Background: an optimization exercise with open tools, aiming at small area. Do not read the settings as production practice.
In this exercise RTL edits were held to simulation tests only and were not proved equivalent to the original.
No activity file was given, so power comes from the tool's default toggle rates.

==> flow/design.v, too long to show whole: its modules and the start of the top module <==
// module yuv_capture: 95 lines
// module chroma_classifier: 10 lines
// module region_box_tracker: 953 lines
// module skin_box_top: 61 lines
module skin_box_top
#(
    parameter int FRAME_WIDTH = skin_box_pkg::DEF_FRAME_WIDTH,
    parameter int TILE_WIDTH  = skin_box_pkg::DEF_TILE_WIDTH,
    parameter int TILE_HEIGHT = skin_box_pkg::DEF_TILE_HEIGHT
) (
    input  logic    pclk,
    input  logic    reset,
    input  logic    vsync,
    input  logic    href,
    input  logic    config_done,
    input  logic [7:0] cam_data,
    output logic [9:0]  x_coord,
    output logic [9:0]  y_coord,
    output logic    skin_wide,
    output logic    box_hit,
    output logic [skin_box_pkg::NUM_REGIONS*10-1:0] box_min_x,
    output logic [skin_box_pkg::NUM_REGIONS*10-1:0] box_max_x,
    output logic [skin_box_pkg::NUM_REGIONS*10-1:0] box_min_y,
    output logic [skin_box_pkg::NUM_REGIONS*10-1:0] box_max_y
);
  // ...
==> flow/run.sh <==
#!/bin/bash
# synth_recipe.tcl (not shown) runs the flow's synth.tcl, then flattens the netlist and writes it again
# the make line also repeats each setting of config.mk as NAME=value (left out here)
make -C /OpenROAD-flow-scripts/flow DESIGN_CONFIG=/design/flow/config.mk WORK_HOME=/design/flow/orfs CLKGATE_MAP_FILE= SYNTH_SCRIPT=/design/flow/synth_recipe.tcl finish
==> flow/config.mk <==
export PLATFORM = sky130hd
export DESIGN_NAME = skin_box_top
export DESIGN_NICKNAME = skin_box_top
export VERILOG_FILES = /design/flow/design.v
export SDC_FILE = /design/flow/constraint.sdc
export NUM_CORES = 4
export LEC_CHECK = 0
export CAP_MARGIN = 20
export CORE_MARGIN = 2
export CORE_UTILIZATION = 40
export SLEW_MARGIN = 20
==> flow/constraint.sdc <==
create_clock -name core_clock -period 8.0 [get_ports {pclk}]
set_input_delay 1.6000 -clock core_clock [delete_from_list [all_inputs] [get_ports {pclk}]]
set_output_delay 1.6000 -clock core_clock [all_outputs]
set_load 0.01 [all_outputs]
==> metrics.csv, run 1 <==
stage,metric,value,unit
finish,fill_cells,6366,
routing,dr.pass1.iters,7,
sta,setup_viol,0,
clock_tree,cts-root-buf,clkbuf_16,
floorplan,dieHeight,269.4,um
clock_tree,path_clk_slew,0.06,ns
global_routing,grt_pass1_wl,148.1,mm
routing,routed.top_layer,met5,
clock_tree,ctsLongestPathBuffers,3,
global_routing,grt_max_degree,204,
synthesis,yosysMostFrequentCell,dfrtp_1,
finish,n_all_inverters,366,
finish,final_nets,3684,
finish,top_area_cell_class,multi-input gates,
sta,slew-limit-headroom,22.10,%
finish,multi_input_area_share,43.89,%
synthesis,ys_seq_area_share,37.04,%
sta,finalHoldViolCount,0,
synthesis,synth_top_cell_by_area,dfrtp_1,
finish,layout_common_cells,"clkdlybuf4s50_1, mux2i_1, ha_1",
finish,final_common_cell,clkdlybuf4s50_1,
power,p_comb,0.152,mW
synthesis,synthArstFlopShare,100.0,%
sta,skew,0.01987,ns
routing,drc,0,
sta,finalMaxSlewViolations,0,
power,comb_power_share,3.4,%
synthesis,synth_fa_ha_area_share,16.21,%
global_routing,overflow,0,
finish,nClkBuffers,82,
placement,dp_slack,3.399,ns
min_path,hold_path_class,flop to flop,
sta,min_period,4.043,ns
sta,worstMarginPinSlew,1.167,ns
finish,bufAreaShareNonClock,14.61,%
power,irDropWorstVdd,0.0001329,V
synthesis,synth_compound_area_share,8.333,%
run,maxCapViolations,0,
routing,drt_wl_total,99.87,mm
outcome,outcome,finished clean,
floorplan,num_rows,97,
==> run 2: changes to the inputs <==
--- a/flow/design.v
+++ b/flow/design.v
@@ -147,6 +147,30 @@
     output logic [skin_box_pkg::NUM_REGIONS*10-1:0] box_min_y,
     output logic [skin_box_pkg::NUM_REGIONS*10-1:0] box_max_y
 );
+    function automatic logic lt7(input logic [6:0] a, input logic [6:0] b);
+        logic r;
+        r = 1'b0;
+        for (int i = 0; i < 7; i++) begin
+            r = (a[i] ^ b[i]) ? b[i] : r;
+        end
+        lt7 = r;
+    endfunction
+    function automatic logic lt8(input logic [7:0] a, input logic [7:0] b);
+        logic r;
+        r = 1'b0;
+        for (int i = 0; i < 8; i++) begin
+            r = (a[i] ^ b[i]) ? b[i] : r;
+        end
+        lt8 = r;
+    endfunction
+    function automatic logic lt9(input logic [8:0] a, input logic [8:0] b);
+        logic r;
+        r = 1'b0;
+        for (int i = 0; i < 9; i++) begin
+            r = (a[i] ^ b[i]) ? b[i] : r;
+        end
+        lt9 = r;
+    endfunction
     logic       hit;
     logic [3:0] col_sel;
     logic [2:0] row_sel;
@@ -175,7 +199,7 @@
     assign r0_empty = r0_empty_q;
     logic [6:0] r0_mnx_q;
     logic r0_mnx_ld;
-    assign r0_mnx_ld = vsync || (r0_sel && (r0_empty || ({x_coord[7], x_coord[6], x_coord[5], x_coord[4], x_coord[3], x_coord[2], x_coord[1]} < r0_mnx_q)));
+    assign r0_mnx_ld = vsync || (r0_sel && (r0_empty || lt7({x_coord[7], x_coord[6], x_coord[5], x_coord[4], x_coord[3], x_coord[2], x_coord[1]}, r0_mnx_q)));
     always_ff @(posedge pclk or posedge reset) begin
         if (reset) r0_mnx_q <= 7'd64;
         else if (r0_mnx_ld) r0_mnx_q <= {xmin_d[7], xmin_d[6], xmin_d[5], xmin_d[4], xmin_d[3], xmin_d[2], xmin_d[1]};
@@ -192,7 +216,7 @@
     assign r0_mnx[9] = r0_empty;
     logic [6:0] r0_mxx_q;
     logic r0_mxx_ld;
-    assign r0_mxx_ld = vsync || (r0_sel && ({x_coord[7], x_coord[6], x_coord[5], x_coord[4], x_coord[3], x_coord[2], x_coord[1]} > r0_mxx_q));
+    assign r0_mxx_ld = vsync || (r0_sel && lt7(r0_mxx_q, {x_coord[7], x_coord[6], x_coord[5], x_coord[4], x_coord[3], x_coord[2], x_coord[1]}));
     always_ff @(posedge pclk or posedge reset) begin
         if (reset) r0_mxx_q <= 7'd0;
         else if (r0_mxx_ld) r0_mxx_q <= {xmax_d[7], xmax_d[6], xmax_d[5], xmax_d[4], xmax_d[3], xmax_d[2], xmax_d[1]};
@@ -209,7 +233,7 @@
     assign r0_mxx[9] = 1'b0;
     logic [7:0] r0_mny_q;
     logic r0_mny_ld;
-    assign r0_mny_ld = vsync || (r0_sel && (r0_empty || ({y_coord[7], y_coord[6], y_coord[5], y_coord[4], y_coord[3], y_coord[2], y_coord[1], y_coord[0]} < r0_mny_q)));
+    assign r0_mny_ld = vsync || (r0_sel && (r0_empty || lt8({y_coord[7], y_coord[6], y_coord[5], y_coord[4], y_coord[3], y_coord[2], y_coord[1], y_coord[0]}, r0_mny_q)));
     always_ff @(posedge pclk or posedge reset) begin
         if (reset) r0_mny_q <= 8'd129;
         else if (r0_mny_ld) r0_mny_q <= {ymin_d[7], ymin_d[6], ymin_d[5], ymin_d[4], ymin_d[3], ymin_d[2], ymin_d[1], ymin_d[0]};
@@ -226,7 +250,7 @@
     assign r0_mny[9] = r0_empty;
     logic [7:0] r0_mxy_q;
     logic r0_mxy_ld;
-    assign r0_mxy_ld = vsync || (r0_sel && ({y_coord[7], y_coord[6], y_coord[5], y_coord[4], y_coord[3], y_coord[2], y_coord[1], y_coord[0]} > r0_mxy_q));
+    assign r0_mxy_ld = vsync || (r0_sel && lt8(r0_mxy_q, {y_coord[7], y_coord[6], y_coord[5], y_coord[4], y_coord[3], y_coord[2], y_coord[1], y_coord[0]}));
     always_ff @(posedge pclk or posedge reset) begin
         if (reset) r0_mxy_q <= 8'd0;
         else if (r0_mxy_ld) r0_mxy_q <= {ymax_d[7], ymax_d[6], ymax_d[5], ymax_d[4], ymax_d[3], ymax_d[2], ymax_d[1], ymax_d[0]};
@@ -251,7 +275,7 @@
     assign r1_empty = ~(r1_mxx[7] | r1_mxx[8]);
     logic [7:0] r1_mnx_q;
     logic r1_mnx_ld;
-    assign r1_mnx_ld = vsync || (r1_sel && (r1_empty || ({x_coord[8], x_coord[7], x_coord[6], x_coord[5], x_coord[4], x_coord[3], x_coord[2], x_coord[1]} < r1_mnx_q)));
+    assign r1_mnx_ld = vsync || (r1_sel && (r1_empty || lt8({x_coord[8], x_coord[7], x_coord[6], x_coord[5], x_coord[4], x_coord[3], x_coord[2], x_coord[1]}, r1_mnx_q)));
     always_ff @(posedge pclk or posedge reset) begin
         if (reset) r1_mnx_q <= 8'd64;
         else if (r1_mnx_ld) r1_mnx_q <= {xmin_d[8], xmin_d[7], xmin_d[6], xmin_d[5], xmin_d[4], xmin_d[3], xmin_d[2], xmin_d[1]};
@@ -268,7 +292,7 @@
     assign r1_mnx[9] = r1_empty;
     logic [7:0] r1_mxx_q;
     logic r1_mxx_ld;
-    assign r1_mxx_ld = vsync || (r1_sel && ({x_coord[8], x_coord[7], x_coord[6], x_coord[5], x_coord[4], x_coord[3], x_coord[2], x_coord[1]} > r1_mxx_q));
+    assign r1_mxx_ld = vsync || (r1_sel && lt8(r1_mxx_q, {x_coord[8], x_coord[7], x_coord[6], x_coord[5], x_coord[4], x_coord[3], x_coord[2], x_coord[1]}));
     always_ff @(posedge pclk or posedge reset) begin
         if (reset) r1_mxx_q <= 8'd0;
         else if (r1_mxx_ld) r1_mxx_q <= {xmax_d[8], xmax_d[7], xmax_d[6], xmax_d[5], xmax_d[4], xmax_d[3], xmax_d[2], xmax_d[1]};
@@ -285,7 +309,7 @@
     assign r1_mxx[9] = 1'b0;
     logic [7:0] r1_mny_q;
     logic r1_mny_ld;
-    assign r1_mny_ld = vsync || (r1_sel && (r1_empty || ({y_coord[7], y_coord[6], y_coord[5], y_coord[4], y_coord[3], y_coord[2], y_coord[1], y_coord[0]} < r1_mny_q)));
+    assign r1_mny_ld = vsync || (r1_sel && (r1_empty || lt8({y_coord[7], y_coord[6], y_coord[5], y_coord[4], y_coord[3], y_coord[2], y_coord[1], y_coord[0]}, r1_mny_q)));
     always_ff @(posedge pclk or posedge reset) begin
         if (reset) r1_mny_q <= 8'd129;
         else if (r1_mny_ld) r1_mny_q <= {ymin_d[7], ymin_d[6], ymin_d[5], ymin_d[4], ymin_d[3], ymin_d[2], ymin_d[1], ymin_d[0]};
@@ -302,7 +326,7 @@
     assign r1_mny[9] = r1_empty;
     logic [7:0] r1_mxy_q;
     logic r1_mxy_ld;
-    assign r1_mxy_ld = vsync || (r1_sel && ({y_coord[7], y_coord[6], y_coord[5], y_coord[4], y_coord[3], y_coord[2], y_coord[1], y_coord[0]} > r1_mxy_q));
+    assign r1_mxy_ld = vsync || (r1_sel && lt8(r1_mxy_q, {y_coord[7], y_coord[6], y_coord[5], y_coord[4], y_coord[3], y_coord[2], y_coord[1], y_coord[0]}));
     always_ff @(posedge pclk or posedge reset) begin
         if (reset) r1_mxy_q <= 8'd0;
         else if (r1_mxy_ld) r1_mxy_q <= {ymax_d[7], ymax_d[6], ymax_d[5], ymax_d[4], ymax_d[3], ymax_d[2], ymax_d[1], ymax_d[0]};
@@ -327,7 +351,7 @@
     assign r2_empty = ~(r2_mxx[6] | r2_mxx[7]);
     logic [6:0] r2_mnx_q;
     logic r2_mnx_ld;
-    assign r2_mnx_ld = vsync || (r2_sel && (r2_empty || ({x_coord[7], x_coord[6], x_coord[5], x_coord[4], x_coord[3], x_coord[2], x_coord[1]} < r2_mnx_q)));
+    assign r2_mnx_ld = vsync || (r2_sel && (r2_empty || lt7({x_coord[7], x_coord[6], x_coord[5], x_coord[4], x_coord[3], x_coord[2], x_coord[1]}, r2_mnx_q)));
     always_ff @(posedge pclk or posedge reset) begin
         if (reset) r2_mnx_q <= 7'd64;
         else if (r2_mnx_ld) r2_mnx_q <= {xmin_d[7], xmin_d[6], xmin_d[5], xmin_d[4], xmin_d[3], xmin_d[2], xmin_d[1]};
@@ -344,7 +368,7 @@
     assign r2_mnx[9] = r2_empty;
     logic [6:0] r2_mxx_q;
     logic r2_mxx_ld;
-    assign r2_mxx_ld = vsync || (r2_sel && ({x_coord[7], x_coord[6], x_coord[5], x_coord[4], x_coord[3], x_coord[2], x_coord[1]} > r2_mxx_q));
+    assign r2_mxx_ld = vsync || (r2_sel && lt7(r2_mxx_q, {x_coord[7], x_coord[6], x_coord[5], x_coord[4], x_coord[3], x_coord[2], x_coord[1]}));
     always_ff @(posedge pclk or posedge reset) begin
         if (reset) r2_mxx_q <= 7'd0;
         else if (r2_mxx_ld) r2_mxx_q <= {xmax_d[7], xmax_d[6], xmax_d[5], xmax_d[4], xmax_d[3], xmax_d[2], xmax_d[1]};
@@ -361,7 +385,7 @@
     assign r2_mxx[9] = 1'b0;
     logic [7:0] r2_mny_q;
     logic r2_mny_ld;
-    assign r2_mny_ld = vsync || (r2_sel && (r2_empty || ({y_coord[7], y_coord[6], y_coord[5], y_coord[4], y_coord[3], y_coord[2], y_coord[1], y_coord[0]} < r2_mny_q)));
+    assign r2_mny_ld = vsync || (r2_sel && (r2_empty || lt8({y_coord[7], y_coord[6], y_coord[5], y_coord[4], y_coord[3], y_coord[2], y_coord[1], y_coord[0]}, r2_mny_q)));
     always_ff @(posedge pclk or posedge reset) begin
         if (reset) r2_mny_q <= 8'd129;
         else if (r2_mny_ld) r2_mny_q <= {ymin_d[7], ymin_d[6], ymin_d[5], ymin_d[4], ymin_d[3], ymin_d[2], ymin_d[1], ymin_d[0]};
@@ -378,7 +402,7 @@
     assign r2_mny[9] = r2_empty;
     logic [7:0] r2_mxy_q;
     logic r2_mxy_ld;
-    assign r2_mxy_ld = vsync || (r2_sel && ({y_coord[7], y_coord[6], y_coord[5], y_coord[4], y_coord[3], y_coord[2], y_coord[1], y_coord[0]} > r2_mxy_q));
+    assign r2_mxy_ld = vsync || (r2_sel && lt8(r2_mxy_q, {y_coord[7], y_coord[6], y_coord[5], y_coord[4], y_coord[3], y_coord[2], y_coord[1], y_coord[0]}));
     always_ff @(posedge pclk or posedge reset) begin
         if (reset) r2_mxy_q <= 8'd0;
         else if (r2_mxy_ld) r2_mxy_q <= {ymax_d[7], ymax_d[6], ymax_d[5], ymax_d[4], ymax_d[3], ymax_d[2], ymax_d[1], ymax_d[0]};
@@ -403,7 +427,7 @@
     assign r3_empty = ~(r3_mxx[8] | r3_mxx[9]);
     logic [8:0] r3_mnx_q;
     logic r3_mnx_ld;
-    assign r3_mnx_ld = vsync || (r3_sel && ({x_coord[9], x_coord[8], x_coord[7], x_coord[6], x_coord[5], x_coord[4], x_coord[3], x_coord[2], x_coord[1]} < r3_mnx_q));
+    assign r3_mnx_ld = vsync || (r3_sel && lt9({x_coord[9], x_coord[8], x_coord[7], x_coord[6], x_coord[5], x_coord[4], x_coord[3], x_coord[2], x_coord[1]}, r3_mnx_q));
     always_ff @(posedge pclk or posedge reset) begin
         if (reset) r3_mnx_q <= 9'd320;
         else if (r3_mnx_ld) r3_mnx_q <= {xmin_d[9], xmin_d[8], xmin_d[7], xmin_d[6], xmin_d[5], xmin_d[4], xmin_d[3], xmin_d[2], xmin_d[1]};
@@ -420,7 +444,7 @@
     assign r3_mnx[9] = r3_mnx_q[8];
     logic [8:0] r3_mxx_q;
     logic r3_mxx_ld;
-    assign r3_mxx_ld = vsync || (r3_sel && ({x_coord[9], x_coord[8], x_coord[7], x_coord[6], x_coord[5], x_coord[4], x_coord[3], x_coord[2], x_coord[1]} > r3_mxx_q));
+    assign r3_mxx_ld = vsync || (r3_sel && lt9(r3_mxx_q, {x_coord[9], x_coord[8], x_coord[7], x_coord[6], x_coord[5], x_coord[4], x_coord[3], x_coord[2], x_coord[1]}));
     always_ff @(posedge pclk or posedge reset) begin
         if (reset) r3_mxx_q <= 9'd0;
         else if (r3_mxx_ld) r3_mxx_q <= {xmax_d[9], xmax_d[8], xmax_d[7], xmax_d[6], xmax_d[5], xmax_d[4], xmax_d[3], xmax_d[2], xmax_d[1]};
@@ -437,7 +461,7 @@
     assign r3_mxx[9] = r3_mxx_q[8];
     logic [7:0] r3_mny_q;
     logic r3_mny_ld;
-    assign r3_mny_ld = vsync || (r3_sel && (r3_empty || ({y_coord[7], y_coord[6], y_coord[5], y_coord[4], y_coord[3], y_coord[2], y_coord[1], y_coord[0]} < r3_mny_q)));
+    assign r3_mny_ld = vsync || (r3_sel && (r3_empty || lt8({y_coord[7], y_coord[6], y_coord[5], y_coord[4], y_coord[3], y_coord[2], y_coord[1], y_coord[0]}, r3_mny_q)));
     always_ff @(posedge pclk or posedge reset) begin
         if (reset) r3_mny_q <= 8'd129;
         else if (r3_mny_ld) r3_mny_q <= {ymin_d[7], ymin_d[6], ymin_d[5], ymin_d[4], ymin_d[3], ymin_d[2], ymin_d[1], ymin_d[0]};
@@ -454,7 +478,7 @@
     assign r3_mny[9] = r3_empty;
     logic [7:0] r3_mxy_q;
     logic r3_mxy_ld;
-    assign r3_mxy_ld = vsync || (r3_sel && ({y_coord[7], y_coord[6], y_coord[5], y_coord[4], y_coord[3], y_coord[2], y_coord[1], y_coord[0]} > r3_mxy_q));
+    assign r3_mxy_ld = vsync || (r3_sel && lt8(r3_mxy_q, {y_coord[7], y_coord[6], y_coord[5], y_coord[4], y_coord[3], y_coord[2], y_coord[1], y_coord[0]}));
     always_ff @(posedge pclk or posedge reset) begin
         if (reset) r3_mxy_q <= 8'd0;
         else if (r3_mxy_ld) r3_mxy_q <= {ymax_d[7], ymax_d[6], ymax_d[5], ymax_d[4], ymax_d[3], ymax_d[2], ymax_d[1], ymax_d[0]};
@@ -479,7 +503,7 @@
     assign r4_empty = ~(r4_mxy[7] | r4_mxy[8]);
     logic [6:0] r4_mnx_q;
     logic r4_mnx_ld;
-    assign r4_mnx_ld = vsync || (r4_sel && (r4_empty || ({x_coord[7], x_coord[6], x_coord[5], x_coord[4], x_coord[3], x_coord[2], x_coord[1]} < r4_mnx_q)));
+    assign r4_mnx_ld = vsync || (r4_sel && (r4_empty || lt7({x_coord[7], x_coord[6], x_coord[5], x_coord[4], x_coord[3], x_coord[2], x_coord[1]}, r4_mnx_q)));
     always_ff @(posedge pclk or posedge reset) begin
         if (reset) r4_mnx_q <= 7'd64;
         else if (r4_mnx_ld) r4_mnx_q <= {xmin_d[7], xmin_d[6], xmin_d[5], xmin_d[4], xmin_d[3], xmin_d[2], xmin_d[1]};
@@ -496,7 +520,7 @@
     assign r4_mnx[9] = r4_empty;
     logic [6:0] r4_mxx_q;
     logic r4_mxx_ld;
-    assign r4_mxx_ld = vsync || (r4_sel && ({x_coord[7], x_coord[6], x_coord[5], x_coord[4], x_coord[3], x_coord[2], x_coord[1]} > r4_mxx_q));
+    assign r4_mxx_ld = vsync || (r4_sel && lt7(r4_mxx_q, {x_coord[7], x_coord[6], x_coord[5], x_coord[4], x_coord[3], x_coord[2], x_coord[1]}));
     always_ff @(posedge pclk or posedge reset) begin
         if (reset) r4_mxx_q <= 7'd0;
         else if (r4_mxx_ld) r4_mxx_q <= {xmax_d[7], xmax_d[6], xmax_d[5], xmax_d[4], xmax_d[3], xmax_d[2], xmax_d[1]};
@@ -513,7 +537,7 @@
     assign r4_mxx[9] = 1'b0;
     logic [8:0] r4_mny_q;
     logic r4_mny_ld;
-    assign r4_mny_ld = vsync || (r4_sel && (r4_empty || ({y_coord[8], y_coord[7], y_coord[6], y_coord[5], y_coord[4], y_coord[3], y_coord[2], y_coord[1], y_coord[0]} < r4_mny_q)));
+    assign r4_mny_ld = vsync || (r4_sel && (r4_empty || lt9({y_coord[8], y_coord[7], y_coord[6], y_coord[5], y_coord[4], y_coord[3], y_coord[2], y_coord[1], y_coord[0]}, r4_mny_q)));
     always_ff @(posedge pclk or posedge reset) begin
         if (reset) r4_mny_q <= 9'd129;
         else if (r4_mny_ld) r4_mny_q <= {ymin_d[8], ymin_d[7], ymin_d[6], ymin_d[5], ymin_d[4], ymin_d[3], ymin_d[2], ymin_d[1], ymin_d[0]};
@@ -530,7 +554,7 @@
     assign r4_mny[9] = r4_empty;
     logic [8:0] r4_mxy_q;
     logic r4_mxy_ld;
-    assign r4_mxy_ld = vsync || (r4_sel && ({y_coord[8], y_coord[7], y_coord[6], y_coord[5], y_coord[4], y_coord[3], y_coord[2], y_coord[1], y_coord[0]} > r4_mxy_q));
+    assign r4_mxy_ld = vsync || (r4_sel && lt9(r4_mxy_q, {y_coord[8], y_coord[7], y_coord[6], y_coord[5], y_coord[4], y_coord[3], y_coord[2], y_coord[1], y_coord[0]}));
     always_ff @(posedge pclk or posedge reset) begin
         if (reset) r4_mxy_q <= 9'd0;
         else if (r4_mxy_ld) r4_mxy_q <= {ymax_d[8], ymax_d[7], ymax_d[6], ymax_d[5], ymax_d[4], ymax_d[3], ymax_d[2], ymax_d[1], ymax_d[0]};
@@ -555,7 +579,7 @@
     assign r5_empty = ~(r5_mxx[7] | r5_mxx[8]);
     logic [7:0] r5_mnx_q;
     logic r5_mnx_ld;
-    assign r5_mnx_ld = vsync || (r5_sel && (r5_empty || ({x_coord[8], x_coord[7], x_coord[6], x_coord[5], x_coord[4], x_coord[3], x_coord[2], x_coord[1]} < r5_mnx_q)));
+    assign r5_mnx_ld = vsync || (r5_sel && (r5_empty || lt8({x_coord[8], x_coord[7], x_coord[6], x_coord[5], x_coord[4], x_coord[3], x_coord[2], x_coord[1]}, r5_mnx_q)));
     always_ff @(posedge pclk or posedge reset) begin
         if (reset) r5_mnx_q <= 8'd64;
         else if (r5_mnx_ld) r5_mnx_q <= {xmin_d[8], xmin_d[7], xmin_d[6], xmin_d[5], xmin_d[4], xmin_d[3], xmin_d[2], xmin_d[1]};
@@ -572,7 +596,7 @@
     assign r5_mnx[9] = r5_empty;
     logic [7:0] r5_mxx_q;
     logic r5_mxx_ld;
-    assign r5_mxx_ld = vsync || (r5_sel && ({x_coord[8], x_coord[7], x_coord[6], x_coord[5], x_coord[4], x_coord[3], x_coord[2], x_coord[1]} > r5_mxx_q));
+    assign r5_mxx_ld = vsync || (r5_sel && lt8(r5_mxx_q, {x_coord[8], x_coord[7], x_coord[6], x_coord[5], x_coord[4], x_coord[3], x_coord[2], x_coord[1]}));
     always_ff @(posedge pclk or posedge reset) begin
         if (reset) r5_mxx_q <= 8'd0;
         else if (r5_mxx_ld) r5_mxx_q <= {xmax_d[8], xmax_d[7], xmax_d[6], xmax_d[5], xmax_d[4], xmax_d[3], xmax_d[2], xmax_d[1]};
@@ -589,7 +613,7 @@
     assign r5_mxx[9] = 1'b0;
     logic [8:0] r5_mny_q;
     logic r5_mny_ld;
-    assign r5_mny_ld = vsync || (r5_sel && (r5_empty || ({y_coord[8], y_coord[7], y_coord[6], y_coord[5], y_coord[4], y_coord[3], y_coord[2], y_coord[1], y_coord[0]} < r5_mny_q)));
+    assign r5_mny_ld = vsync || (r5_sel && (r5_empty || lt9({y_coord[8], y_coord[7], y_coord[6], y_coord[5], y_coord[4], y_coord[3], y_coord[2], y_coord[1], y_coord[0]}, r5_mny_q)));
     always_ff @(posedge pclk or posedge reset) begin
         if (reset) r5_mny_q <= 9'd129;
         else if (r5_mny_ld) r5_mny_q <= {ymin_d[8], ymin_d[7], ymin_d[6], ymin_d[5], ymin_d[4], ymin_d[3], ymin_d[2], ymin_d[1], ymin_d[0]};
@@ -606,7 +630,7 @@
     assign r5_mny[9] = r5_empty;
     logic [8:0] r5_mxy_q;
     logic r5_mxy_ld;
-    assign r5_mxy_ld = vsync || (r5_sel && ({y_coord[8], y_coord[7], y_coord[6], y_coord[5], y_coord[4], y_coord[3], y_coord[2], y_coord[1], y_coord[0]} > r5_mxy_q));
+    assign r5_mxy_ld = vsync || (r5_sel && lt9(r5_mxy_q, {y_coord[8], y_coord[7], y_coord[6], y_coord[5], y_coord[4], y_coord[3], y_coord[2], y_coord[1], y_coord[0]}));
     always_ff @(posedge pclk or posedge reset) begin
         if (reset) r5_mxy_q <= 9'd0;
         else if (r5_mxy_ld) r5_mxy_q <= {ymax_d[8], ymax_d[7], ymax_d[6], ymax_d[5], ymax_d[4], ymax_d[3], ymax_d[2], ymax_d[1], ymax_d[0]};
@@ -631,7 +655,7 @@
     assign r6_empty = ~(r6_mxx[6] | r6_mxx[7]);
     logic [6:0] r6_mnx_q;
     logic r6_mnx_ld;
-    assign r6_mnx_ld = vsync || (r6_sel && (r6_empty || ({x_coord[7], x_coord[6], x_coord[5], x_coord[4], x_coord[3], x_coord[2], x_coord[1]} < r6_mnx_q)));
+    assign r6_mnx_ld = vsync || (r6_sel && (r6_empty || lt7({x_coord[7], x_coord[6], x_coord[5], x_coord[4], x_coord[3], x_coord[2], x_coord[1]}, r6_mnx_q)));
     always_ff @(posedge pclk or posedge reset) begin
         if (reset) r6_mnx_q <= 7'd64;
         else if (r6_mnx_ld) r6_mnx_q <= {xmin_d[7], xmin_d[6], xmin_d[5], xmin_d[4], xmin_d[3], xmin_d[2], xmin_d[1]};
@@ -648,7 +672,7 @@
     assign r6_mnx[9] = r6_empty;
     logic [6:0] r6_mxx_q;
     logic r6_mxx_ld;
-    assign r6_mxx_ld = vsync || (r6_sel && ({x_coord[7], x_coord[6], x_coord[5], x_coord[4], x_coord[3], x_coord[2], x_coord[1]} > r6_mxx_q));
+    assign r6_mxx_ld = vsync || (r6_sel && lt7(r6_mxx_q, {x_coord[7], x_coord[6], x_coord[5], x_coord[4], x_coord[3], x_coord[2], x_coord[1]}));
     always_ff @(posedge pclk or posedge reset) begin
         if (reset) r6_mxx_q <= 7'd0;
         else if (r6_mxx_ld) r6_mxx_q <= {xmax_d[7], xmax_d[6], xmax_d[5], xmax_d[4], xmax_d[3], xmax_d[2], xmax_d[1]};
@@ -665,7 +689,7 @@
     assign r6_mxx[9] = 1'b0;
     logic [8:0] r6_mny_q;
     logic r6_mny_ld;
-    assign r6_mny_ld = vsync || (r6_sel && (r6_empty || ({y_coord[8], y_coord[7], y_coord[6], y_coord[5], y_coord[4], y_coord[3], y_coord[2], y_coord[1], y_coord[0]} < r6_mny_q)));
+    assign r6_mny_ld = vsync || (r6_sel && (r6_empty || lt9({y_coord[8], y_coord[7], y_coord[6], y_coord[5], y_coord[4], y_coord[3], y_coord[2], y_coord[1], y_coord[0]}, r6_mny_q)));
     always_ff @(posedge pclk or posedge reset) begin
         if (reset) r6_mny_q <= 9'd129;
         else if (r6_mny_ld) r6_mny_q <= {ymin_d[8], ymin_d[7], ymin_d[6], ymin_d[5], ymin_d[4], ymin_d[3], ymin_d[2], ymin_d[1], ymin_d[0]};
@@ -682,7 +706,7 @@
     assign r6_mny[9] = r6_empty;
     logic [8:0] r6_mxy_q;
     logic r6_mxy_ld;
-    assign r6_mxy_ld = vsync || (r6_sel && ({y_coord[8], y_coord[7], y_coord[6], y_coord[5], y_coord[4], y_coord[3], y_coord[2], y_coord[1], y_coord[0]} > r6_mxy_q));
+    assign r6_mxy_ld = vsync || (r6_sel && lt9(r6_mxy_q, {y_coord[8], y_coord[7], y_coord[6], y_coord[5], y_coord[4], y_coord[3], y_coord[2], y_coord[1], y_coord[0]}));
     always_ff @(posedge pclk or posedge reset) begin
         if (reset) r6_mxy_q <= 9'd0;
         else if (r6_mxy_ld) r6_mxy_q <= {ymax_d[8], ymax_d[7], ymax_d[6], ymax_d[5], ymax_d[4], ymax_d[3], ymax_d[2], ymax_d[1], ymax_d[0]};
@@ -707,7 +731,7 @@
     assign r7_empty = ~(r7_mxx[8] | r7_mxx[9]);
     logic [8:0] r7_mnx_q;
     logic r7_mnx_ld;
-    assign r7_mnx_ld = vsync || (r7_sel && ({x_coord[9], x_coord[8], x_coord[7], x_coord[6], x_coord[5], x_coord[4], x_coord[3], x_coord[2], x_coord[1]} < r7_mnx_q));
+    assign r7_mnx_ld = vsync || (r7_sel && lt9({x_coord[9], x_coord[8], x_coord[7], x_coord[6], x_coord[5], x_coord[4], x_coord[3], x_coord[2], x_coord[1]}, r7_mnx_q));
     always_ff @(posedge pclk or posedge reset) begin
         if (reset) r7_mnx_q <= 9'd320;
         else if (r7_mnx_ld) r7_mnx_q <= {xmin_d[9], xmin_d[8], xmin_d[7], xmin_d[6], xmin_d[5], xmin_d[4], xmin_d[3], xmin_d[2], xmin_d[1]};
@@ -724,7 +748,7 @@
     assign r7_mnx[9] = r7_mnx_q[8];
     logic [8:0] r7_mxx_q;
     logic r7_mxx_ld;
-    assign r7_mxx_ld = vsync || (r7_sel && ({x_coord[9], x_coord[8], x_coord[7], x_coord[6], x_coord[5], x_coord[4], x_coord[3], x_coord[2], x_coord[1]} > r7_mxx_q));
+    assign r7_mxx_ld = vsync || (r7_sel && lt9(r7_mxx_q, {x_coord[9], x_coord[8], x_coord[7], x_coord[6], x_coord[5], x_coord[4], x_coord[3], x_coord[2], x_coord[1]}));
     always_ff @(posedge pclk or posedge reset) begin
         if (reset) r7_mxx_q <= 9'd0;
         else if (r7_mxx_ld) r7_mxx_q <= {xmax_d[9], xmax_d[8], xmax_d[7], xmax_d[6], xmax_d[5], xmax_d[4], xmax_d[3], xmax_d[2], xmax_d[1]};
@@ -741,7 +765,7 @@
     assign r7_mxx[9] = r7_mxx_q[8];
     logic [8:0] r7_mny_q;
     logic r7_mny_ld;
-    assign r7_mny_ld = vsync || (r7_sel && (r7_empty || ({y_coord[8], y_coord[7], y_coord[6], y_coord[5], y_coord[4], y_coord[3], y_coord[2], y_coord[1], y_coord[0]} < r7_mny_q)));
+    assign r7_mny_ld = vsync || (r7_sel && (r7_empty || lt9({y_coord[8], y_coord[7], y_coord[6], y_coord[5], y_coord[4], y_coord[3], y_coord[2], y_coord[1], y_coord[0]}, r7_mny_q)));
     always_ff @(posedge pclk or posedge reset) begin
         if (reset) r7_mny_q <= 9'd129;
         else if (r7_mny_ld) r7_mny_q <= {ymin_d[8], ymin_d[7], ymin_d[6], ymin_d[5], ymin_d[4], ymin_d[3], ymin_d[2], ymin_d[1], ymin_d[0]};
@@ -758,7 +782,7 @@
     assign r7_mny[9] = r7_empty;
     logic [8:0] r7_mxy_q;
     logic r7_mxy_ld;
-    assign r7_mxy_ld = vsync || (r7_sel && ({y_coord[8], y_coord[7], y_coord[6], y_coord[5], y_coord[4], y_coord[3], y_coord[2], y_coord[1], y_coord[0]} > r7_mxy_q));
+    assign r7_mxy_ld = vsync || (r7_sel && lt9(r7_mxy_q, {y_coord[8], y_coord[7], y_coord[6], y_coord[5], y_coord[4], y_coord[3], y_coord[2], y_coord[1], y_coord[0]}));
     always_ff @(posedge pclk or posedge reset) begin
         if (reset) r7_mxy_q <= 9'd0;
         else if (r7_mxy_ld) r7_mxy_q <= {ymax_d[8], ymax_d[7], ymax_d[6], ymax_d[5], ymax_d[4], ymax_d[3], ymax_d[2], ymax_d[1], ymax_d[0]};
@@ -783,7 +807,7 @@
     assign r8_empty = ~(r8_mxy[6] | r8_mxy[7]);
     logic [6:0] r8_mnx_q;
     logic r8_mnx_ld;
-    assign r8_mnx_ld = vsync || (r8_sel && (r8_empty || ({x_coord[7], x_coord[6], x_coord[5], x_coord[4], x_coord[3], x_coord[2], x_coord[1]} < r8_mnx_q)));
+    assign r8_mnx_ld = vsync || (r8_sel && (r8_empty || lt7({x_coord[7], x_coord[6], x_coord[5], x_coord[4], x_coord[3], x_coord[2], x_coord[1]}, r8_mnx_q)));
     always_ff @(posedge pclk or posedge reset) begin
         if (reset) r8_mnx_q <= 7'd64;
         else if (r8_mnx_ld) r8_mnx_q <= {xmin_d[7], xmin_d[6], xmin_d[5], xmin_d[4], xmin_d[3], xmin_d[2], xmin_d[1]};
@@ -800,7 +824,7 @@
     assign r8_mnx[9] = r8_empty;
     logic [6:0] r8_mxx_q;
     logic r8_mxx_ld;
-    assign r8_mxx_ld = vsync || (r8_sel && ({x_coord[7], x_coord[6], x_coord[5], x_coord[4], x_coord[3], x_coord[2], x_coord[1]} > r8_mxx_q));
+    assign r8_mxx_ld = vsync || (r8_sel && lt7(r8_mxx_q, {x_coord[7], x_coord[6], x_coord[5], x_coord[4], x_coord[3], x_coord[2], x_coord[1]}));
     always_ff @(posedge pclk or posedge reset) begin
         if (reset) r8_mxx_q <= 7'd0;
         else if (r8_mxx_ld) r8_mxx_q <= {xmax_d[7], xmax_d[6], xmax_d[5], xmax_d[4], xmax_d[3], xmax_d[2], xmax_d[1]};
@@ -817,7 +841,7 @@
     assign r8_mxx[9] = 1'b0;
     logic [7:0] r8_mny_q;
     logic r8_mny_ld;
-    assign r8_mny_ld = vsync || (r8_sel && (r8_empty || ({y_coord[7], y_coord[6], y_coord[5], y_coord[4], y_coord[3], y_coord[2], y_coord[1], y_coord[0]} < r8_mny_q)));
+    assign r8_mny_ld = vsync || (r8_sel && (r8_empty || lt8({y_coord[7], y_coord[6], y_coord[5], y_coord[4], y_coord[3], y_coord[2], y_coord[1], y_coord[0]}, r8_mny_q)));
     always_ff @(posedge pclk or posedge reset) begin
         if (reset) r8_mny_q <= 8'd129;
         else if (r8_mny_ld) r8_mny_q <= {ymin_d[7], ymin_d[6], ymin_d[5], ymin_d[4], ymin_d[3], ymin_d[2], ymin_d[1], ymin_d[0]};
@@ -834,7 +858,7 @@
     assign r8_mny[9] = r8_empty;
     logic [7:0] r8_mxy_q;
     logic r8_mxy_ld;
-    assign r8_mxy_ld = vsync || (r8_sel && ({y_coord[7], y_coord[6], y_coord[5], y_coord[4], y_coord[3], y_coord[2], y_coord[1], y_coord[0]} > r8_mxy_q));
+    assign r8_mxy_ld = vsync || (r8_sel && lt8(r8_mxy_q, {y_coord[7], y_coord[6], y_coord[5], y_coord[4], y_coord[3], y_coord[2], y_coord[1], y_coord[0]}));
     always_ff @(posedge pclk or posedge reset) begin
         if (reset) r8_mxy_q <= 8'd0;
         else if (r8_mxy_ld) r8_mxy_q <= {ymax_d[7], ymax_d[6], ymax_d[5], ymax_d[4], ymax_d[3], ymax_d[2], ymax_d[1], ymax_d[0]};
@@ -859,7 +883,7 @@
     assign r9_empty = ~(r9_mxx[7] | r9_mxx[8]);
     logic [7:0] r9_mnx_q;
     logic r9_mnx_ld;
-    assign r9_mnx_ld = vsync || (r9_sel && (r9_empty || ({x_coord[8], x_coord[7], x_coord[6], x_coord[5], x_coord[4], x_coord[3], x_coord[2], x_coord[1]} < r9_mnx_q)));
+    assign r9_mnx_ld = vsync || (r9_sel && (r9_empty || lt8({x_coord[8], x_coord[7], x_coord[6], x_coord[5], x_coord[4], x_coord[3], x_coord[2], x_coord[1]}, r9_mnx_q)));
     always_ff @(posedge pclk or posedge reset) begin
         if (reset) r9_mnx_q <= 8'd64;
         else if (r9_mnx_ld) r9_mnx_q <= {xmin_d[8], xmin_d[7], xmin_d[6], xmin_d[5], xmin_d[4], xmin_d[3], xmin_d[2], xmin_d[1]};
@@ -876,7 +900,7 @@
     assign r9_mnx[9] = r9_empty;
     logic [7:0] r9_mxx_q;
     logic r9_mxx_ld;
-    assign r9_mxx_ld = vsync || (r9_sel && ({x_coord[8], x_coord[7], x_coord[6], x_coord[5], x_coord[4], x_coord[3], x_coord[2], x_coord[1]} > r9_mxx_q));
+    assign r9_mxx_ld = vsync || (r9_sel && lt8(r9_mxx_q, {x_coord[8], x_coord[7], x_coord[6], x_coord[5], x_coord[4], x_coord[3], x_coord[2], x_coord[1]}));
     always_ff @(posedge pclk or posedge reset) begin
         if (reset) r9_mxx_q <= 8'd0;
         else if (r9_mxx_ld) r9_mxx_q <= {xmax_d[8], xmax_d[7], xmax_d[6], xmax_d[5], xmax_d[4], xmax_d[3], xmax_d[2], xmax_d[1]};
@@ -893,7 +917,7 @@
     assign r9_mxx[9] = 1'b0;
     logic [7:0] r9_mny_q;
     logic r9_mny_ld;
-    assign r9_mny_ld = vsync || (r9_sel && (r9_empty || ({y_coord[7], y_coord[6], y_coord[5], y_coord[4], y_coord[3], y_coord[2], y_coord[1], y_coord[0]} < r9_mny_q)));
+    assign r9_mny_ld = vsync || (r9_sel && (r9_empty || lt8({y_coord[7], y_coord[6], y_coord[5], y_coord[4], y_coord[3], y_coord[2], y_coord[1], y_coord[0]}, r9_mny_q)));
     always_ff @(posedge pclk or posedge reset) begin
         if (reset) r9_mny_q <= 8'd129;
         else if (r9_mny_ld) r9_mny_q <= {ymin_d[7], ymin_d[6], ymin_d[5], ymin_d[4], ymin_d[3], ymin_d[2], ymin_d[1], ymin_d[0]};
@@ -910,7 +934,7 @@
     assign r9_mny[9] = r9_empty;
     logic [7:0] r9_mxy_q;
     logic r9_mxy_ld;
-    assign r9_mxy_ld = vsync || (r9_sel && ({y_coord[7], y_coord[6], y_coord[5], y_coord[4], y_coord[3], y_coord[2], y_coord[1], y_coord[0]} > r9_mxy_q));
+    assign r9_mxy_ld = vsync || (r9_sel && lt8(r9_mxy_q, {y_coord[7], y_coord[6], y_coord[5], y_coord[4], y_coord[3], y_coord[2], y_coord[1], y_coord[0]}));
     always_ff @(posedge pclk or posedge reset) begin
         if (reset) r9_mxy_q <= 8'd0;
         else if (r9_mxy_ld) r9_mxy_q <= {ymax_d[7], ymax_d[6], ymax_d[5], ymax_d[4], ymax_d[3], ymax_d[2], ymax_d[1], ymax_d[0]};
@@ -935,7 +959,7 @@
     assign r10_empty = ~(r10_mxx[6] | r10_mxx[7]);
     logic [6:0] r10_mnx_q;
     logic r10_mnx_ld;
-    assign r10_mnx_ld = vsync || (r10_sel && (r10_empty || ({x_coord[7], x_coord[6], x_coord[5], x_coord[4], x_coord[3], x_coord[2], x_coord[1]} < r10_mnx_q)));
+    assign r10_mnx_ld = vsync || (r10_sel && (r10_empty || lt7({x_coord[7], x_coord[6], x_coord[5], x_coord[4], x_coord[3], x_coord[2], x_coord[1]}, r10_mnx_q)));
     always_ff @(posedge pclk or posedge reset) begin
         if (reset) r10_mnx_q <= 7'd64;
         else if (r10_mnx_ld) r10_mnx_q <= {xmin_d[7], xmin_d[6], xmin_d[5], xmin_d[4], xmin_d[3], xmin_d[2], xmin_d[1]};
@@ -952,7 +976,7 @@
     assign r10_mnx[9] = r10_empty;
     logic [6:0] r10_mxx_q;
     logic r10_mxx_ld;
-    assign r10_mxx_ld = vsync || (r10_sel && ({x_coord[7], x_coord[6], x_coord[5], x_coord[4], x_coord[3], x_coord[2], x_coord[1]} > r10_mxx_q));
+    assign r10_mxx_ld = vsync || (r10_sel && lt7(r10_mxx_q, {x_coord[7], x_coord[6], x_coord[5], x_coord[4], x_coord[3], x_coord[2], x_coord[1]}));
     always_ff @(posedge pclk or posedge reset) begin
         if (reset) r10_mxx_q <= 7'd0;
         else if (r10_mxx_ld) r10_mxx_q <= {xmax_d[7], xmax_d[6], xmax_d[5], xmax_d[4], xmax_d[3], xmax_d[2], xmax_d[1]};
@@ -969,7 +993,7 @@
     assign r10_mxx[9] = 1'b0;
     logic [7:0] r10_mny_q;
     logic r10_mny_ld;
-    assign r10_mny_ld = vsync || (r10_sel && (r10_empty || ({y_coord[7], y_coord[6], y_coord[5], y_coord[4], y_coord[3], y_coord[2], y_coord[1], y_coord[0]} < r10_mny_q)));
+    assign r10_mny_ld = vsync || (r10_sel && (r10_empty || lt8({y_coord[7], y_coord[6], y_coord[5], y_coord[4], y_coord[3], y_coord[2], y_coord[1], y_coord[0]}, r10_mny_q)));
     always_ff @(posedge pclk or posedge reset) begin
         if (reset) r10_mny_q <= 8'd129;
         else if (r10_mny_ld) r10_mny_q <= {ymin_d[7], ymin_d[6], ymin_d[5], ymin_d[4], ymin_d[3], ymin_d[2], ymin_d[1], ymin_d[0]};
@@ -986,7 +1010,7 @@
     assign r10_mny[9] = r10_empty;
     logic [7:0] r10_mxy_q;
     logic r10_mxy_ld;
-    assign r10_mxy_ld = vsync || (r10_sel && ({y_coord[7], y_coord[6], y_coord[5], y_coord[4], y_coord[3], y_coord[2], y_coord[1], y_coord[0]} > r10_mxy_q));
+    assign r10_mxy_ld = vsync || (r10_sel && lt8(r10_mxy_q, {y_coord[7], y_coord[6], y_coord[5], y_coord[4], y_coord[3], y_coord[2], y_coord[1], y_coord[0]}));
     always_ff @(posedge pclk or posedge reset) begin
         if (reset) r10_mxy_q <= 8'd0;
         else if (r10_mxy_ld) r10_mxy_q <= {ymax_d[7], ymax_d[6], ymax_d[5], ymax_d[4], ymax_d[3], ymax_d[2], ymax_d[1], ymax_d[0]};
@@ -1011,7 +1035,7 @@
     assign r11_empty = ~(r11_mxx[8] | r11_mxx[9]);
     logic [8:0] r11_mnx_q;
     logic r11_mnx_ld;
-    assign r11_mnx_ld = vsync || (r11_sel && ({x_coord[9], x_coord[8], x_coord[7], x_coord[6], x_coord[5], x_coord[4], x_coord[3], x_coord[2], x_coord[1]} < r11_mnx_q));
+    assign r11_mnx_ld = vsync || (r11_sel && lt9({x_coord[9], x_coord[8], x_coord[7], x_coord[6], x_coord[5], x_coord[4], x_coord[3], x_coord[2], x_coord[1]}, r11_mnx_q));
     always_ff @(posedge pclk or posedge reset) begin
         if (reset) r11_mnx_q <= 9'd320;
         else if (r11_mnx_ld) r11_mnx_q <= {xmin_d[9], xmin_d[8], xmin_d[7], xmin_d[6], xmin_d[5], xmin_d[4], xmin_d[3], xmin_d[2], xmin_d[1]};
@@ -1028,7 +1052,7 @@
     assign r11_mnx[9] = r11_mnx_q[8];
     logic [8:0] r11_mxx_q;
     logic r11_mxx_ld;
-    assign r11_mxx_ld = vsync || (r11_sel && ({x_coord[9], x_coord[8], x_coord[7], x_coord[6], x_coord[5], x_coord[4], x_coord[3], x_coord[2], x_coord[1]} > r11_mxx_q));
+    assign r11_mxx_ld = vsync || (r11_sel && lt9(r11_mxx_q, {x_coord[9], x_coord[8], x_coord[7], x_coord[6], x_coord[5], x_coord[4], x_coord[3], x_coord[2], x_coord[1]}));
     always_ff @(posedge pclk or posedge reset) begin
         if (reset) r11_mxx_q <= 9'd0;
         else if (r11_mxx_ld) r11_mxx_q <= {xmax_d[9], xmax_d[8], xmax_d[7], xmax_d[6], xmax_d[5], xmax_d[4], xmax_d[3], xmax_d[2], xmax_d[1]};
@@ -1045,7 +1069,7 @@
     assign r11_mxx[9] = r11_mxx_q[8];
     logic [7:0] r11_mny_q;
     logic r11_mny_ld;
-    assign r11_mny_ld = vsync || (r11_sel && (r11_empty || ({y_coord[7], y_coord[6], y_coord[5], y_coord[4], y_coord[3], y_coord[2], y_coord[1], y_coord[0]} < r11_mny_q)));
+    assign r11_mny_ld = vsync || (r11_sel && (r11_empty || lt8({y_coord[7], y_coord[6], y_coord[5], y_coord[4], y_coord[3], y_coord[2], y_coord[1], y_coord[0]}, r11_mny_q)));
     always_ff @(posedge pclk or posedge reset) begin
         if (reset) r11_mny_q <= 8'd129;
         else if (r11_mny_ld) r11_mny_q <= {ymin_d[7], ymin_d[6], ymin_d[5], ymin_d[4], ymin_d[3], ymin_d[2], ymin_d[1], ymin_d[0]};
@@ -1062,7 +1086,7 @@
     assign r11_mny[9] = r11_empty;
     logic [7:0] r11_mxy_q;
     logic r11_mxy_ld;
-    assign r11_mxy_ld = vsync || (r11_sel && ({y_coord[7], y_coord[6], y_coord[5], y_coord[4], y_coord[3], y_coord[2], y_coord[1], y_coord[0]} > r11_mxy_q));
+    assign r11_mxy_ld = vsync || (r11_sel && lt8(r11_mxy_q, {y_coord[7], y_coord[6], y_coord[5], y_coord[4], y_coord[3], y_coord[2], y_coord[1], y_coord[0]}));
     always_ff @(posedge pclk or posedge reset) begin
         if (reset) r11_mxy_q <= 8'd0;
         else if (r11_mxy_ld) r11_mxy_q <= {ymax_d[7], ymax_d[6], ymax_d[5], ymax_d[4], ymax_d[3], ymax_d[2], ymax_d[1], ymax_d[0]};
==> flow/flow/run.sh (new file) <==
#!/bin/bash
# Standard ORFS layout; the port buffers use the smallest buffer cell.
set -euo pipefail
bash standard.sh BUFFER_PORTS_ARGS="-buffer_cell sky130_fd_sc_hd__buf_1" finish > flow_make.log 2>&1
==> flow/standard.sh (new file) <==
#!/bin/bash
# synth_recipe.tcl (not shown) runs the flow's synth.tcl, then flattens the netlist and writes it again
# the make line also repeats each setting of config.mk as NAME=value (left out here)
make -C /OpenROAD-flow-scripts/flow DESIGN_CONFIG=/design/flow/config.mk WORK_HOME=/design/flow/orfs CLKGATE_MAP_FILE= SYNTH_SCRIPT=/design/flow/synth_recipe.tcl "${@:-finish}"
removed: flow/run.sh
==> run 2 against run 1 <==
Fmax increased by 0.35%. Register-to-register slack got worse by 0.45 ns. Sequential power about the same. Synthesized cell count decreased by 6.7%. Power increased by 2.3%. Area after synthesis decreased by 12%. Largest power group unchanged. Cell count decreased by 10%. Critical path depth increased by 5. Design area decreased by 20%. Critical endpoint is now u_tracker.r3_mxy_q[2]$_DFFE_PP0P_. First-iteration DRC count increased by 61%. Combinational power decreased by 9%.
==> metrics.csv, run 2 <==
stage,metric,value,unit,change
synthesis,synth_top_cell_by_area,dfrtp_1,,
synthesis,syn_area,24690,sq um,
synthesis,syn_area_per_cell,9.171,sq um,
power,p_leak,11.85,nW,
global_routing,grt_pass1_wl,146.5,mm,-1.1%
routing,dr.pass1.iters,6,,-1
floorplan,start_util,40.23,%,
sta,min_period,4.029,ns,-0.01401 ns
global_routing,grt_usage,30.33,%,
power,comb_power_share,3.0,%,-0.4 points
routing,drc,0,,unchanged
routing,drtIter0Drc,2528,,
clock_tree,path_clk_slew,0.06,ns,about the same
sta,skew,0.01485,ns,-0.005025 ns
synthesis,syn_inst,2692,,
finish,final_cells,3850,,
power,irDropWorstVdd,0.0001449,V,+9.1%
power,swShare,23.23,%,
finish,layout_common_cells,"buf_1, dfrtp_1, nand2_1",,
worst_setup_path,arrival,4.46,ns,
sta,whs,0.4999,ns,
synthesis,synth_edf_count,0,,
finish,utilization,46.10,%,
worst_setup_path,reg2regPathDepth,7,,
floorplan,die_area,63730,sq um,
finish,syn2layout_area_growth,14.61,%,
sta,timing.final.crit_share,50.36,%,
power,p_seq_share,45.5,%,
routing,via_per_inst,6.045,,
run,maxCapViolations,0,,unchanged
outcome,outcome,finished clean,,
clock_tree,ctsLongestPathBuffers,3,,unchanged
clock_tree,cts-root-buf,clkbuf_16,,
floorplan,fp.coreArea,61370,sq um,
finish,final_common_cell,buf_1,,
finish,top_regs,"u_capture.x_coord x10, u_capture.y_coord x10",,
power,pwr-share-clk,51.5,%,
finish,fin_area,28290,sq um,
global_routing,grt_pass1_vias,22390,,
power,internal_power,3.553,mW,
sta,rsz0062_at_grt,no,,
min_path,hold_depth,1,,
min_path,hold_path_class,flop to flop,,
placement,dp_slack,3.550,ns,+0.1507 ns
synthesis,ys_seq_area_share,42.27,%,+5.2 points
routing,route.vias.total,23270,,
clock_tree,cts_tree,yes,,
placement,globalplace.congestion,0.9087,,
global_routing,grt_max_degree,138,,-32%
routing,drt_wl_total,99.21,mm,-0.66%
synthesis,netlist_top_cells_count,"dfrtp_1, nand2_1, nor2_1",,
finish,final_nets,3033,,-18%
floorplan,dieHeight,252.4,um,-6.3%
sta,finalHoldViolCount,0,,unchanged
sta,postLayoutSetupSlackWorst,3.971,ns,
clock_tree,numCtsBuffers,50,,
power,p_sw,1.075,mW,
clock_tree,hold_buffers,0,,
placement,dp.cells,3755,,
routing,wl_per_cell,25.77,um,
global_routing,overflow,0,,unchanged
floorplan,ios,515,,
power,p_total,4.628,mW,
placement,port_buffers,467,,
sta,fin_setup_tns,0,ns,
worst_setup_path,startpoint_type,flop,,
placement,dp_hpwl,67.84,mm,
clock_tree,post_cts_resized,0,,
synthesis,synth-seq-cells,415,,
placement,placed_area,26560,sq um,
synthesis,ys.flop_type,dfrtp_1,,
routing,ant_nets,0,,
worst_setup_path,worstSetupPathType,flop to flop,,
sta,worstMarginPinSlew,1.004,ns,-0.1630 ns
floorplan,num_rows,91,,-6.2%
sta,slew-limit-headroom,33.01,%,+11 points
global_routing,antenna_found_initial,1,,
sta,setup_viol,0,,unchanged
synthesis,yosys_warnings,2,,
worst_setup_path,critPathRequiredTime,8.44,ns,
worst_setup_path,worstSetupEndpointType,flop,,
floorplan,fp.dieW,252.4,um,
synthesis,yosysMostFrequentCell,dfrtp_1,,
power,p_per_area,163.6,nW/um^2,
sta,finalMaxSlewViolations,0,,unchanged
synthesis,yosysTopAreaCellShare,38.01,%,
clock_tree,cts_sinks,415,,
synthesis,synth.area.top_cells,"dfrtp_1, mux2i_1, dfstp_2",,
sta,max_freq,248.2,MHz,
clock_tree,insertion_delay,0.60,ns,
clock_tree,htree_levels,2,,
worst_setup_path,path_max_fanout,26,,
synthesis,synth_cell_types,101,,
finish,drive_gt1_share,8.892,%,
synthesis,synthArstFlopShare,100.0,%,unchanged
clock_tree,post-cts-setup-buffer-count,0,,
-- run 2: cell count changes in the layout (fill, tap and decap cells not counted), moves of 178 or more --
| cell | delta |
|---|---|
| nand2b_1 | -255 |
| ha_1 | -362 |
| inv_1 | -252 |
| clkdlybuf4s50_1 | -466 |
| buf_1 | +466 |
| mux2i_1 | -178 |
-- run 2: per-layer routing --
metal / vias to the layer above / GRT usage (%) / routed length (um)
li1: 10190 / - / -
met1: 11730 / 40.73 / 41540
met2: 1123 / 47.33 / 45410
met3: 225 / 6.498 / 8013
met4: 0 / 12.88 / 4240
met5: - / 0 / 0
-- run 2: critical path: stages, from the launching register on --
cell and delay (ns):
dfrtp_1 0.62, buf_4 0.38, o21a_1 0.25, nor3_1 0.59, nand3_1 0.82, a21oi_1 0.61
nand2_1 0.37, mux2i_1 0.20
-- run 2: worst paths after layout --
kind	from	end	slack, ns
worst max-delay path	u_capture.y_coord[6]$_DFFE_PP0P_	u_tracker.r3_mxy_q[2]$_DFFE_PP0P_	3.97
worst min-delay path	u_capture.u_class[1]$_DFFE_PP0P_	u_capture.u_class[1]$_DFFE_PP0P_	0.50
worst max register to register	u_capture.y_coord[6]$_DFFE_PP0P_	u_tracker.r3_mxy_q[2]$_DFFE_PP0P_	3.97
worst min register to register	u_capture.u_class[1]$_DFFE_PP0P_	u_capture.u_class[1]$_DFFE_PP0P_	0.50
max in group asynchronous	reset	u_tracker.r11_mny_q[0]$_DFFE_PP1P_	5.24
min in group asynchronous	reset	u_tracker.r10_mny_q[2]$_DFFE_PP0P_	1.13
-- run 2: area by class of cell --
class                      count  area, sq um
antenna                        1        2.502
clock buffer                  84         1613
clock inverter                10        102.6
fill                        5915        33080
inverter                     127        488.0
multi-input combinational   1906        12500
sequential                   415        10440
tap                          790        988.4
timing repair buffer         517         2157
-- run 2: kinds of logic (layout without fill, tap and decap cells) --
family	Yosys count	count (layout)	share of synthesized area, %
adders and majority gates	102	102	4.257
xor gates and xnor gates	18	18	0.6386
muxes	196	196	7.972
DFF	415	415	42.27
buffers and inverters	417	738	7.896
other	1	48	0.01519
and+or+nand+nor	903	903	17.87
AOI/OAI and AO/OA	640	640	19.08
-- run 2: power groups by stage --
stage          clock, mW  combinational [mW]  sequential, mW
2_1_floorplan          0               0.113            2.14
3_3_place_gp           0               0.136            2.14
3_5_place_dp           0               0.139            2.14
4_1_cts             2.42               0.139            2.10
5_1_grt             2.50               0.154            2.10
6_report            2.38               0.139            2.10
==> run 3: changes to the inputs <==
==> flow/run.sh (new file) <==
#!/bin/bash
# synth_recipe.tcl (not shown) runs the flow's synth.tcl, then flattens the netlist and writes it again
# the make line also repeats each setting of config.mk as NAME=value (left out here)
make -C /OpenROAD-flow-scripts/flow DESIGN_CONFIG=/design/flow/config.mk WORK_HOME=/design/flow/orfs CLKGATE_MAP_FILE= SYNTH_SCRIPT=/design/flow/synth_recipe.tcl finish
removed: flow/flow/run.sh
removed: flow/standard.sh
==> run 3 against run 2 <==
Cell count is 0.23% lower. Register-to-register slack better by 0.04 ns. Highest routed layer unchanged. Worst hold slack better by 0.0069 ns. Die area stayed put. Sequential share of layout area is 3.3 points lower. Area after synthesis stayed put. Combinational power hardly changed. Core utilization is 4.5 points higher. Still clean.
==> metrics.csv, run 3 <==
stage,metric,value,unit,change
sta,worstMarginPinSlew,1.078,ns,+0.07360 ns
synthesis,synthArstFlopShare,100.0,%,unchanged
power,irDropWorstVdd,0.0001393,V,-3.9%
power,p_leak,12.86,nW,+8.6%
clock_tree,cts-root-buf,clkbuf_16,,
floorplan,fp.coreArea,61370,sq um,unchanged
synthesis,yosys_warnings,2,,unchanged
worst_setup_path,slowest_delay,0.81,ns,about the same
clock_tree,cts_sinks,415,,unchanged
synthesis,synth_cell_types,101,,unchanged
worst_setup_path,critPathRequiredTime,6.40,ns,-2.04 ns
routing,route.vias.total,23320,,+0.20%
global_routing,overflow,0,,unchanged
synthesis,synth_top_cell_by_area,dfrtp_1,,
sta,slew-limit-headroom,27.66,%,-5.4 points
routing,drc,0,,unchanged
floorplan,die_area,63730,sq um,unchanged
finish,utilization,50.56,%,+4.5 points
outcome,outcome,finished clean,,
sta,setup_viol,0,,unchanged
synthesis,synth_edf_count,0,,unchanged
finish,top_regs,"u_capture.x_coord x10, u_capture.y_coord x10",,
synthesis,ys.flop_type,dfrtp_1,,
run,maxCapViolations,0,,unchanged
clock_tree,post_cts_resized,0,,unchanged
synthesis,synth-seq-cells,415,,unchanged
clock_tree,ctsLongestPathBuffers,3,,unchanged
clock_tree,insertion_delay,0.60,ns,about the same
power,p_per_area,144.7,nW/um^2,-12%
synthesis,yosysTopAreaCellShare,38.01,%,unchanged
worst_setup_path,worstSetupEndpointType,primary output,,
sta,timing.final.crit_share,54.63,%,+4.3 points
synthesis,netlist_top_cells_count,"dfrtp_1, nand2_1, nor2_1",,
worst_setup_path,path_max_fanout,7,,-73%
clock_tree,path_clk_slew,0.06,ns,about the same
worst_setup_path,startpoint_type,flop,,
placement,globalplace.congestion,0.8663,,-4.7%
clock_tree,post-cts-setup-buffer-count,0,,unchanged
sta,fin_setup_tns,0,ns,unchanged
worst_setup_path,crit_slowest_cell,nor2_1,,
global_routing,grt_max_degree,152,,+10%
finish,syn2layout_area_growth,25.69,%,
synthesis,syn_area_per_cell,9.171,sq um,unchanged
routing,dr.pass1.iters,7,,+1
sta,finalHoldViolCount,0,,unchanged
finish,layout_common_cells,"clkdlybuf4s50_1, dfrtp_1, nand2_1",,
sta,max_freq,228.8,MHz,-7.8%
finish,diodes,0,,-1
synthesis,synth.area.top_cells,"dfrtp_1, mux2i_1, dfstp_2",,
clock_tree,numCtsBuffers,49,,-2.0%
synthesis,ys_seq_area_share,42.27,%,unchanged
synthesis,syn_area,24690,sq um,unchanged
placement,dp_hpwl,66.98,mm,-1.3%
routing,drt_wl_total,99.77,mm,+0.56%
global_routing,antenna_found_initial,0,,-1
finish,fin_area,31030,sq um,+9.7%
finish,final_nets,3026,,-0.23%
worst_setup_path,crit_family,buffers and inverters,,
placement,placed_area,29440,sq um,+11%
routing,drtIter0Drc,2150,,-15%
floorplan,dieHeight,252.4,um,unchanged
global_routing,grt_usage,30.59,%,+0.26 points
worst_setup_path,worstSetupPathType,flop to primary output,,
worst_setup_path,crit_cells,3,,-4
finish,fill_cells,5644,,-4.6%
worst_setup_path,r2r_slack,4.01,ns,+0.04 ns
global_routing,grt_pass1_vias,22370,,-0.11%
routing,via_per_inst,6.071,,+0.44%
clock_tree,hold_buffers,0,,unchanged
worst_setup_path,reg2regPathDepth,7,,unchanged
worst_setup_path,crit_chain,nor2_1 > inv_1 > clkdlybuf4s50_1,,
routing,wl_per_cell,25.97,um,+0.80%
min_path,hold_path_class,flop to flop,,
min_path,hold_depth,1,,unchanged
sta,rsz0062_at_grt,no,,
sta,skew,0.02059,ns,+0.005740 ns
sta,finalMaxSlewViolations,0,,unchanged
finish,final_common_cell,clkdlybuf4s50_1,,
finish,drive_gt1_share,8.292,%,-0.60 points
floorplan,fp.dieW,252.4,um,unchanged
floorplan,num_rows,91,,unchanged
synthesis,yosysMostFrequentCell,dfrtp_1,,
floorplan,start_util,40.23,%,unchanged
synthesis,syn_inst,2692,,unchanged
sta,whs,0.5069,ns,+0.006931 ns
floorplan,ios,515,,unchanged
routing,ant_nets,0,,unchanged
global_routing,grt_pass1_wl,147.3,mm,+0.53%
worst_setup_path,arrival,2.77,ns,-1.69 ns
placement,port_buffers,467,,unchanged
sta,min_period,4.371,ns,+0.3420 ns
clock_tree,htree_levels,2,,unchanged
worst_setup_path,critPathBufInv,2,,+1
clock_tree,cts_tree,yes,,
[run 3: changes by cell type in the layout (fill, tap and decap cells not counted), sizes merged]
cell,before,now
clkdlybuf4s50,0,466
clkinv,17,14
bufinv,2,0
buf,516,45
clkbuf,85,86
inv,116,117
diode,1,0
[run 3: cells by family (layout without fill, tap and decap cells)]
group / after synthesis / after routing / synth area share, %
flops: 415 / 415 / 42.27
xor+xnor: 18 / 18 / 0.6386
compound gates: 640 / 640 / 19.08
simple gates: 903 / 903 / 17.87
buf+inv: 417 / 730 / 7.896
other cells: 1 / 47 / 0.01519
mux: 196 / 196 / 7.972
fa+ha+maj: 102 / 102 / 4.257
[run 3: layout make-up]
type                            instances  area (sq um)  area share (%)
Tap cell                              790         988.4           3.185
Clock buffer                           86          1548           4.988
Clock inverter                          6         36.28          0.1169
Multi-Input combinational cell       1906         12490           40.24
Inverter                              127         488.0           1.573
Sequential cell                       415         10440           33.64
Timing Repair Buffer                  511          5044           16.25
[run 3: power breakdown]
group | internal, mW | switching (mW)
Combinational | 0.0254 | 0.116
Clock | 1.30 | 0.940
Sequential | 2.10 | 0.00235
Total | 3.43 | 1.06
[run 3: final timing paths]
path / from / end
hold reg to reg: u_capture.v_class[1]$_DFFE_PP0P_ / u_capture.v_class[1]$_DFFE_PP0P_
hold / removal: u_capture.v_class[1]$_DFFE_PP0P_ / u_capture.v_class[1]$_DFFE_PP0P_
min in group asynchronous: reset / u_tracker.r10_mny_q[3]$_DFFE_PP0P_
setup reg to reg: u_capture.x_coord[8]$_DFFE_PP0P_ / u_tracker.r4_mny_q[6]$_DFFE_PP0P_
max in group asynchronous: reset / u_tracker.r6_mny_q[2]$_DFFE_PP0P_
setup / recovery: u_tracker.r2_mxx_q[5]$_DFFE_PP0P_ / box_max_x[28]
[run 3: metrics by stage]
step	worst slack [ns]	instances	power [mW]
after floorplan	0.8371	2738	2.256
after global placement	3.292	3749	2.282
after detailed placement	3.220	3749	2.284
after CTS	3.524	3841	4.517
after global routing	3.438	3841	4.621
final	3.629	3841	4.490
[run 3: layer usage]
metal,global-route usage (%),part of all wire [%]
met4,13.36,4.4
met3,5.561,8.0
met2,47.76,46
met1,41.54,42
met5,0,0

-- re-timing with driven ports --
Ports are ideal in the flow. The routed layouts listed here were re-timed in OpenROAD. Step 1: set_driving_cell puts a clkbuf_16 on pclk and a buf_2 on each other input, an assumption about the parent block. Step 2, shift: input delay + t, output delay - t, t = (earliest + latest rising clock arrival at the registers) / 2. This alone moves slack from input paths to output paths. a / b / c = ideal / step 1 / step 2; a / b = the first two.
run	shift t [ns]	setup WS [ns]	worst setup path at the end	worst register clock-pin slew, ns	worst data-port slew with drivers (ns)
run 1	0.653	3.957 / 3.894 / 3.358	input to register	0.06 / 0.06	0.09
run 2	0.655	3.971 / 3.971 / 3.490	input to register	0.06 / 0.06	0.08
run 3	0.652	3.629 / 3.571 / 3.077	input to register	0.07 / 0.07	0.12
After both steps every run listed still meets setup and hold. For run 1, which loses most, drivers alone change the setup slack by -0.063 ns; drivers and shift together by -0.599 ns.
